Background: an optimization exercise with open tools, aiming at small area, a short achievable clock period and few clock cycles per item. Do not read the settings as production practice. At most, simulation tests tie the RTL to the original design; equivalence was not proved. Power figures rest on the tool's default switching activity, not on a simulated workload.

main:
## lc4_superscalar
module lc4_superscalar #(
   parameter logic [lc4_isa_pkg::WORD_W-1:0] START_PC = 16'h8200
) (
   input  logic                            gwe,
   input  logic                            i_rst,
   output logic [lc4_isa_pkg::WORD_W-1:0]  o_pc,
   input  lc4_isa_pkg::lc4_insn_u          i_insn_a,
   input  lc4_isa_pkg::lc4_insn_u          i_insn_b,
   output lc4_pipe_pkg::commit_t           o_commit_a,
   output lc4_pipe_pkg::commit_t           o_commit_b
);
   logic [15:0] pc_q;
   always_ff @(posedge gwe) begin
      if (i_rst) pc_q <= START_PC;
      else       pc_q <= pc_q + 16'd1;
   end
   assign o_pc = pc_q;
   logic        x_v, x_sub;
   logic [15:0] x_insn;
   logic [7:0]  x_rs1h, x_rt1h;    
   logic        w_v, w_we, w_z;
   logic [15:0] w_insn, w_data, w_pc;
   logic [15:0] regs [8];
   always_ff @(posedge gwe) begin
      x_v    <= !i_rst;
      x_insn <= i_insn_a;
      x_sub  <= i_insn_a[15:12] == 4'b0001 && i_insn_a[5:3] == 3'b010;
      x_rs1h <= 8'd1 << i_insn_a[8:6];
      x_rt1h <= 8'd1 << i_insn_a[2:0];
   end
   logic [15:0] op_a, bb, g, p, gg, pp, sum, res;
   logic        is_arith, is_logic, is_const, is_imm;
   logic        s_sum, s_and, s_not, s_or, s_xor;
   assign is_arith = x_insn[15:12] == 4'b0001;
   assign is_logic = x_insn[15:12] == 4'b0101;
   assign is_const = x_insn[15:12] == 4'b1001;
   assign is_imm   = x_insn[5];
   assign s_sum    = is_arith && (is_imm || !x_insn[3]);    
   assign s_and    = is_logic && (is_imm || x_insn[4:3] == 2'b00);
   assign s_not    = is_logic && !is_imm && x_insn[4:3] == 2'b01;
   assign s_or     = is_logic && !is_imm && x_insn[4:3] == 2'b10;
   assign s_xor    = is_logic && !is_imm && x_insn[4:3] == 2'b11;
   logic        x_we;
   assign x_we = x_v && (is_arith || is_logic || is_const);
   logic [15:0] rd_s, rd_t;
   always_comb begin
      rd_s = '0;
      rd_t = '0;
  ...
==> flow/config.mk <==
export PLATFORM = sky130hd
export DESIGN_NAME = lc4_superscalar
export DESIGN_NICKNAME = lc4_superscalar
export VERILOG_FILES = /design/flow/design.v
export SDC_FILE = /design/flow/constraint.sdc
export NUM_CORES = 4
export LEC_CHECK = 0
export ABC_AREA = 1
export CAP_MARGIN = 20
export CORE_MARGIN = 2
export CORE_UTILIZATION = 40
export SETUP_SLACK_MARGIN = 3.3
export SLEW_MARGIN = 20
==> flow/constraint.sdc <==
create_clock -name core_clock -period 5.5 [get_ports {gwe}]
set_input_delay 1.1000 -clock core_clock [delete_from_list [all_inputs] [get_ports {gwe}]]
set_output_delay 1.1000 -clock core_clock [all_outputs]
set_load 0.01 [all_outputs]
standard.sh (not shown) runs the stock make flow with config.mk's settings and CLKGATE_MAP_FILE= SYNTH_SCRIPT=/design/flow/synth_recipe.tcl, a recipe that flattens the netlist after the stock synthesis.
==> flow/flow/run.sh <==
#!/bin/bash
# The standard layout with two changes: synthesis leaves adders to abc (no
# full/half-adder cells), and the ports get plain buffers, not delay cells.
set -euo pipefail
bash standard.sh ADDER_MAP_FILE= "BUFFER_PORTS_ARGS=-buffer_cell sky130_fd_sc_hd__buf_2" finish > standard.log 2>&1
Here is what was changed in the inputs of the feature branch compared with main.
- swapping 3.3 for 2.8 in SETUP_SLACK_MARGIN
--- outcome ---
- Comparing the feature branch and main, the lower sequential share of layout area was measured on main.
- In the feature branch relative to main, post-route cell area had gone down by a few percent.
- The total of plain and repair buffers excluding clock buffers in main is 1.19 times that in the feature branch.
- On power drawn by the clock network, the feature branch and main are basically level.
- In terms of final HPWL from detailed placement, the feature branch and main differ only marginally.
- Compared to main, the feature branch shows a narrower setup margin.
- For wire length on met2, dividing the value from the feature branch by the value from main gives 0.946.
- Comparing the feature branch and main, layout overhead on the synthesized area is higher on main.
Function was not checked in any run of this note: the RTL went through the layout flow alone.


lc4_superscalar, a different RTL version from the one above (not shown whole).
Size: about 1,600 cells after synthesis, ~270 flip-flops, ~170 I/O pins.
export LEC_CHECK = 0
export ABC_AREA = 1
export CAP_MARGIN = 20
export CORE_MARGIN = 2
export CORE_UTILIZATION = 40
export CTS_CLUSTER_DIAMETER = 100
export CTS_CLUSTER_SIZE = 20
export SETUP_SLACK_MARGIN = 3.4
export SLEW_MARGIN = 20
create_clock -name core_clock -period 5.5 [get_ports {gwe}]
Scripts as last shown in full above: flow/flow/run.sh
The baseline ran to the end with no violations.
Testbench counts at the start, summed over its fixed seeds: cycles 12,024, items 12,000.
Change:
Settings changed: CTS_CLUSTER_DIAMETER 100 to unset, CTS_CLUSTER_SIZE 20 to unset, SETUP_SLACK_MARGIN 3.4 to 3.0.
Via count came out lower by a few percent.
Clock skew stays flat.
Routed wire length came out lower by a few percent.
Clock-buffer cell count came out higher by 8.
Worst setup slack gets worse by 0.21 ns.
Power came out higher by a little under a tenth.
Non-clock buffer count came out lower by 103.
First-iteration DRC count came out higher slightly.
Critical path depth does not change.
Sequential cell count is unchanged.
Final area came out lower by a little under a tenth.
Change:
Settings changed: CTS_CLUSTER_DIAMETER set to 100, CTS_CLUSTER_SIZE set to 20, SETUP_SLACK_MARGIN 3.0 to 3.2.
Synthesized cell count stays the same; worst hold slack is better by 0.0037 ns; worst setup slack improved by 0.16 ns; maximum frequency goes up by a little under a tenth; cell area drops slightly; first-iteration DRC count came out lower slightly; die area is unchanged; cell count went down slightly; clock-buffer cell count drops by 10; clock power fell by a quarter to a third; global-route usage hardly moves.

-- afterwards: timing with drivers on the ports --
The results above use ideal ports. As a check the final layouts listed here were re-extracted and re-timed, cells and wires unchanged. Step 1 assumes that a clkbuf_16 drives the clock port and a buf_2 every other input. Step 2 also shifts input and output timing later by t, the mid clock arrival at the registers, as if the neighbouring blocks saw the same clock. Slacks: no drivers / after step 1 / after step 2; pairs: no drivers / after step 1.
run	t (ns)	slack for setup (ns)	worst data-port slew with drivers (ns)
main	0.566	2.938 / 2.938 / 2.714	0.04
the feature branch	0.573	2.864 / 2.864 / 2.558	0.04
the first run of note 2	0.550	3.291 / 3.238 / 3.013	0.05
the second run of note 2	0.602	3.086 / 3.033 / 2.700	0.05
the third run of note 2	0.551	3.244 / 3.192 / 2.887	0.05
After both steps setup and hold are still met in every run listed. For the second run of note 2, which loses most, drivers alone change the setup slack by -0.053 ns; drivers and shift together by -0.386 ns.
